From an optimization exercise on the open Yosys and OpenROAD flow, aimed at small area, a short achievable clock period and few clock cycles per item; shortcuts taken in it are not production practice.
At most, simulation tests tie the RTL to the original design; equivalence was not proved.

==> flow/design.v (excerpt) <==
module trivium_keystream_generator_top #(
    parameter int MAX_BITS_PER_ITEM = 64
) (
    input  logic                               i_clk,
    input  logic                               i_rst_n,
    input  logic                               i_in_valid,
    output logic                               o_in_ready,
    input  logic                               i_opcode,
    input  logic [tksg_pkg::COUNT_W-1:0]       i_bits_wanted,
    output logic                               o_out_valid,
    input  logic                               i_out_ready,
    output logic [tksg_pkg::WORD_BITS-1:0]     o_keystream_word,
    output logic [tksg_pkg::COUNT_W-1:0]       o_bit_count,
    input  logic                               i_cfg_we,
    input  logic [tksg_pkg::CFG_IDX_W-1:0]     i_cfg_index,
    input  logic [tksg_pkg::WORD_BITS-1:0]     i_cfg_data
);
Size in the first run: ~2800 cells after synthesis, ~580 flip-flops, ~0.030 mm^2 of cells after synthesis.
==> flow/config.mk <==
export PLATFORM = sky130hd
export DESIGN_NAME = trivium_keystream_generator_top
export DESIGN_NICKNAME = trivium_keystream_generator_top
export VERILOG_FILES = /design/flow/design.v
export SDC_FILE = /design/flow/constraint.sdc
export NUM_CORES = 4
export LEC_CHECK = 0
export ABC_CLOCK_PERIOD_IN_PS = 2200
export CAP_MARGIN = 20
export CORE_MARGIN = 2
export CORE_UTILIZATION = 60
export SETUP_SLACK_MARGIN = 2.5
export SLEW_MARGIN = 20
==> flow/constraint.sdc <==
create_clock -name core_clock -period 5.0 [get_ports {i_clk}]
set_input_delay 1.0000 -clock core_clock [delete_from_list [all_inputs] [get_ports {i_clk}]]
set_output_delay 1.0000 -clock core_clock [all_outputs]
set_load 0.01 [all_outputs]
standard.sh (not shown) runs the stock make flow with config.mk's settings and CLKGATE_MAP_FILE= SYNTH_SCRIPT=/design/flow/synth_recipe.tcl, a recipe that flattens the netlist after the stock synthesis.
==> flow/flow/run.sh <==
#!/bin/bash
# standard layout with plain buffers on the ports (instead of the delay cells
# buffer_ports picks by default), sizing free to change cell footprints, and
# clock tree sinks clustered by 20 without dummy loads
set -euo pipefail
bash standard.sh \
  "BUFFER_PORTS_ARGS=-buffer_cell sky130_fd_sc_hd__buf_4" \
  MATCH_CELL_FOOTPRINT=0 \
  "CTS_ARGS=-sink_clustering_enable -repair_clock_nets -dont_use_dummy_load -sink_clustering_size 20 -sink_clustering_max_diameter 100" \
  finish > flow_standard.log 2>&1
Testbench counts at the start, summed over its fixed seeds: cycles 1,352, items 65,536.
Edit:
==> flow/flow/run.sh (replaced) <==
#!/bin/bash
# standard layout with plain buffers on the ports (instead of the delay cells
# buffer_ports picks by default) and sizing free to change cell footprints
set -euo pipefail
bash standard.sh \
  "BUFFER_PORTS_ARGS=-buffer_cell sky130_fd_sc_hd__buf_4" \
  MATCH_CELL_FOOTPRINT=0 \
  finish > flow_standard.log 2>&1
SETUP_SLACK_MARGIN = 2.9   (was 2.5)
The new run produced a clean layout.
Utilization rises by 12 points.
Worst setup slack is better by 0.26 ns.
Routed wire length rises by 13%.
Edit:
SETUP_SLACK_MARGIN = 2.7   (was 2.9)
What happened: Count of clock-buffer cells in the layout climbs by 14; utilization drops by 8.0 points; fmax drops by 2.6%.
Edit:
==> flow/flow/run.sh (replaced) <==
#!/bin/bash
# standard layout with plain buffers on the ports (instead of the delay cells
# buffer_ports picks by default), sizing free to change cell footprints, and
# clock tree sinks clustered by 20 without dummy loads
set -euo pipefail
bash standard.sh \
  "BUFFER_PORTS_ARGS=-buffer_cell sky130_fd_sc_hd__buf_4" \
  MATCH_CELL_FOOTPRINT=0 \
  "CTS_ARGS=-sink_clustering_enable -repair_clock_nets -dont_use_dummy_load -sink_clustering_size 20 -sink_clustering_max_diameter 100" \
  finish > flow_standard.log 2>&1
CORE_UTILIZATION = 70   (was 60)
SETUP_SLACK_MARGIN = 2.8   (was 2.7)
Result: Die area falls by 14%. Design area came out higher by 2.7%. Worst hold slack gets worse by 0.021 ns. Via count went up by 12%. Global-route usage went up by 10 points. Critical path depth does not change. Routed wire length is higher by 12%. Setup slack gets worse by 0.068 ns.

## before
Another version of the RTL of trivium_keystream_generator_top (not shown whole).
Size in the first run: about 2900 cells after synthesis, about 560 flip-flops.
==> flow/config.mk <==
export PLATFORM = sky130hd
export DESIGN_NAME = trivium_keystream_generator_top
export DESIGN_NICKNAME = trivium_keystream_generator_top
export VERILOG_FILES = /design/flow/design.v
export SDC_FILE = /design/flow/constraint.sdc
export NUM_CORES = 4
export LEC_CHECK = 0
export ABC_CLOCK_PERIOD_IN_PS = 2300
export CAP_MARGIN = 20
export CORE_MARGIN = 2
export CORE_UTILIZATION = 60
export SETUP_SLACK_MARGIN = 2.7
export SLEW_MARGIN = 20
==> flow/constraint.sdc <==
create_clock -name core_clock -period 5.0 [get_ports {i_clk}]
set_input_delay 1.0000 -clock core_clock [delete_from_list [all_inputs] [get_ports {i_clk}]]
set_output_delay 1.0000 -clock core_clock [all_outputs]
set_load 0.01 [all_outputs]
run.sh (not shown) runs the stock make flow with config.mk's settings and CLKGATE_MAP_FILE= SYNTH_SCRIPT=/design/flow/synth_recipe.tcl, a recipe that flattens the netlist after the stock synthesis.
Stock flow here: none of the scripts above is used.
> inputs changed (before -> after)
Settings: CORE_UTILIZATION: 60 -> 40.
Notes after the runs:
- Taking before as the reference, in after post-detailed-route wirelength per cell increased by 0.17 µm relative to the old numbers; period utilization decreased by 0.38 points relative to the old numbers; worst max-slew margin expressed relative to the limit increased by 1.6 points relative to the old numbers.
- [diff] die area, after relative to before: regression
- met5 as the highest metal layer used by the detailed router was reported by after, and met4 by before.
- Worst path setup slack after routing in after is 0.019 ns higher than in before
- In the metrics for before and after, the one carrying the lower first-pass iteration count of the detailed router is after.
- Summary of after over before: number of cells in the finished layout apart from fillers saw an increase.
Function was not checked in any run of this note: the RTL went through the layout flow alone.

== build 91 ==
Another version of the RTL of trivium_keystream_generator_top (not shown whole).
For scale: ~2,900 cells after synthesis.
==> flow/config.mk <==
export PLATFORM = sky130hd
export DESIGN_NAME = trivium_keystream_generator_top
export DESIGN_NICKNAME = trivium_keystream_generator_top
export VERILOG_FILES = /design/flow/design.v
export SDC_FILE = /design/flow/constraint.sdc
export NUM_CORES = 4
export LEC_CHECK = 0
export ABC_CLOCK_PERIOD_IN_PS = 2200
export CAP_MARGIN = 20
export CORE_MARGIN = 2
export CORE_UTILIZATION = 60
export SETUP_SLACK_MARGIN = 2.9
export SLEW_MARGIN = 20
==> flow/constraint.sdc <==
create_clock -name core_clock -period 5.0 [get_ports {i_clk}]
set_input_delay 1.0000 -clock core_clock [delete_from_list [all_inputs] [get_ports {i_clk}]]
set_output_delay 1.0000 -clock core_clock [all_outputs]
set_load 0.01 [all_outputs]
standard.sh (not shown) runs the stock make flow with config.mk's settings and CLKGATE_MAP_FILE= SYNTH_SCRIPT=/design/flow/synth_recipe.tcl, a recipe that flattens the netlist after the stock synthesis.
==> flow/flow/run.sh <==
#!/bin/bash
# standard layout with plain buffers on the ports (instead of the delay cells
# buffer_ports picks by default), sizing free to change cell footprints, and
# clock tree sinks clustered by 20 without dummy loads
set -euo pipefail
bash standard.sh \
  "BUFFER_PORTS_ARGS=-buffer_cell sky130_fd_sc_hd__buf_4" \
  MATCH_CELL_FOOTPRINT=0 \
  "CTS_ARGS=-sink_clustering_enable -repair_clock_nets -dont_use_dummy_load -sink_clustering_size 20 -sink_clustering_max_diameter 100" \
  finish > flow_standard.log 2>&1
Testbench counts of build 91, summed over its fixed seeds: cycles 1,352, items 65,536.
> inputs changed (build 91 -> build 76)
--- a/flow/flow/run.sh
+++ b/flow/flow/run.sh
@@ -7,4 +7,4 @@
   "BUFFER_PORTS_ARGS=-buffer_cell sky130_fd_sc_hd__buf_4" \
   MATCH_CELL_FOOTPRINT=0 \
-  "CTS_ARGS=-sink_clustering_enable -repair_clock_nets -dont_use_dummy_load -sink_clustering_size 20 -sink_clustering_max_diameter 100" \
+  "CTS_ARGS=-sink_clustering_enable -repair_clock_nets -dont_use_dummy_load -sink_clustering_size 24 -sink_clustering_max_diameter 100" \
   finish > flow_standard.log 2>&1
--- a/flow/config.mk
+++ b/flow/config.mk
@@ -10,4 +10,4 @@
 export CORE_MARGIN = 2
 export CORE_UTILIZATION = 60
-export SETUP_SLACK_MARGIN = 2.9
+export SETUP_SLACK_MARGIN = 2.8
 export SLEW_MARGIN = 20
Findings:
Build 76 has completed all stages; timing, DRC and antenna checks passed. Most heavily used metal layer in global routing: met1 -> build 76, met2 -> build 91. Reported for build 76 and build 91, count of endpoints failing setup in the final report turned out identical to the last digit. For build 76, the library cell contributing the largest single delay on the critical path was sky130_fd_sc_hd__xnor2_1, unlike build 91, where it was sky130_fd_sc_hd__or4_4. Build 76 against build 91: required time of the worst setup path increased by 0.11 ns relative to the old numbers, transition time at the pin with the least slew margin increased by 0.063 ns relative to the old numbers, all-layer global routing usage decreased by 1.9 points relative to the old numbers, number of sequential cells closely matched the old numbers. Diff build 91 -> build 76: wire length of the first global-routing pass down 3.0%, number of nets at the end of the flow now sits lower.
For build 55, these inputs were changed with respect to build 76:
==> flow/flow/run.sh <==
#!/bin/bash
# standard layout with plain buffers on the ports (instead of the delay cells
# buffer_ports picks by default), sizing free to change cell footprints, and
# clock tree sinks clustered by 24 without dummy loads; the buffers abc
# adds are removed (timing is repaired after placement)
set -euo pipefail
bash standard.sh \
  "BUFFER_PORTS_ARGS=-buffer_cell sky130_fd_sc_hd__buf_4" \
  MATCH_CELL_FOOTPRINT=0 REMOVE_ABC_BUFFERS=1 \
  "CTS_ARGS=-sink_clustering_enable -repair_clock_nets -dont_use_dummy_load -sink_clustering_size 24 -sink_clustering_max_diameter 100" \
  finish > flow_standard.log 2>&1
--- a/flow/config.mk
+++ b/flow/config.mk
@@ -10,4 +10,4 @@
 export CORE_MARGIN = 2
 export CORE_UTILIZATION = 60
-export SETUP_SLACK_MARGIN = 2.8
+export SETUP_SLACK_MARGIN = 2.7
 export SLEW_MARGIN = 20
==> run summary <==
- Build 76 and build 55 ended up with roughly the same data arrival at the endpoint of the critical path.
- Build 55 ended up with a lower data required time at the worst endpoint than build 76 did.
- Build 55 ended up with a lower routed wire length than build 76 did.
- A critical-path cell with the highest stage delay of sky130_fd_sc_hd__xnor2_1 is what build 76 shows, while sky130_fd_sc_hd__o21ai_0 belongs to build 55.
- Build 55 finished all stages; the layout is clean.
diff inputs: build 55 => build 78
==> flow/flow/run.sh <==
#!/bin/bash
# standard layout with plain buffers on the ports (instead of the delay cells
# buffer_ports picks by default), sizing free to change cell footprints, and
# clock tree sinks clustered by 20 without dummy loads
set -euo pipefail
bash standard.sh \
  "BUFFER_PORTS_ARGS=-buffer_cell sky130_fd_sc_hd__buf_4" \
  MATCH_CELL_FOOTPRINT=0 \
  "CTS_ARGS=-sink_clustering_enable -repair_clock_nets -dont_use_dummy_load -sink_clustering_size 24 -sink_clustering_max_diameter 100" \
  finish > flow_standard.log 2>&1
--- a/flow/config.mk
+++ b/flow/config.mk
@@ -10,4 +10,5 @@
 export CORE_MARGIN = 2
 export CORE_UTILIZATION = 60
+export PLACE_DENSITY = 0.85
 export SETUP_SLACK_MARGIN = 2.7
 export SLEW_MARGIN = 20
Notes after the runs:
- The final critical delay including setup and external delays in build 78 sits 0.053 ns above the value recorded for build 55.
- Of the two values seen for cell with the largest stage delay on the worst path, sky130_fd_sc_hd__edfxtp_1 was produced by build 78 and sky130_fd_sc_hd__o21ai_0 by build 55.
- Taking build 55 as the reference, in build 78 fraction of layout cells with a size suffix above 1 now larger; layout clock buffer count lost 1.

what the ideal ports hide:
The results above use ideal ports. As a check the final layouts listed here were re-extracted and re-timed, cells and wires unchanged.
Step 1 assumes that a clkbuf_16 drives the clock port and a buf_2 every other input.
Step 2, shift: input delay + t, output delay - t, t = (earliest + latest rising clock arrival at the registers) / 2. This alone moves slack from input paths to output paths.
Slacks: no drivers / after step 1 / after step 2; pairs: no drivers / after step 1.
run	t, ns	setup slack, ns	hold slack, ns	worst setup path at the end	latest minus earliest clock arrival (ns)
the first run of note 1	0.637	2.476 / 2.476 / 1.999	0.458 / 0.458 / 0.458	input to register	0.041 / 0.040
the second run of note 1	0.696	2.738 / 2.673 / 2.196	0.460 / 0.460 / 0.460	input to register	0.019 / 0.019
the third run of note 1	0.702	2.677 / 2.677 / 2.050	0.469 / 0.469 / 0.469	input to register	0.023 / 0.023
the fourth run of note 1	0.642	2.609 / 2.609 / 2.103	0.448 / 0.448 / 0.448	input to register	0.060 / 0.060
before	0.714	2.570 / 2.570 / 2.005	0.480 / 0.480 / 0.480	input to register	0.037 / 0.037
after	0.707	2.589 / 2.589 / 1.934	0.475 / 0.475 / 0.475	input to register	0.038 / 0.039
build 91	0.634	2.739 / 2.744 / 2.136	0.461 / 0.461 / 0.461	input to register	0.076 / 0.076
build 76	0.653	2.706 / 2.696 / 2.181	0.468 / 0.468 / 0.468	input to register	0.063 / 0.063
build 55	0.663	2.634 / 2.653 / 2.007	0.466 / 0.466 / 0.466	input to register	0.064 / 0.064
build 78	0.682	2.582 / 2.582 / 2.006	0.468 / 0.468 / 0.468	input to register	0.049 / 0.050
After both steps every run listed still meets setup and hold. The setup slack of after, which loses most, moves by 0.000 ns with the drivers and by -0.655 ns with both steps.
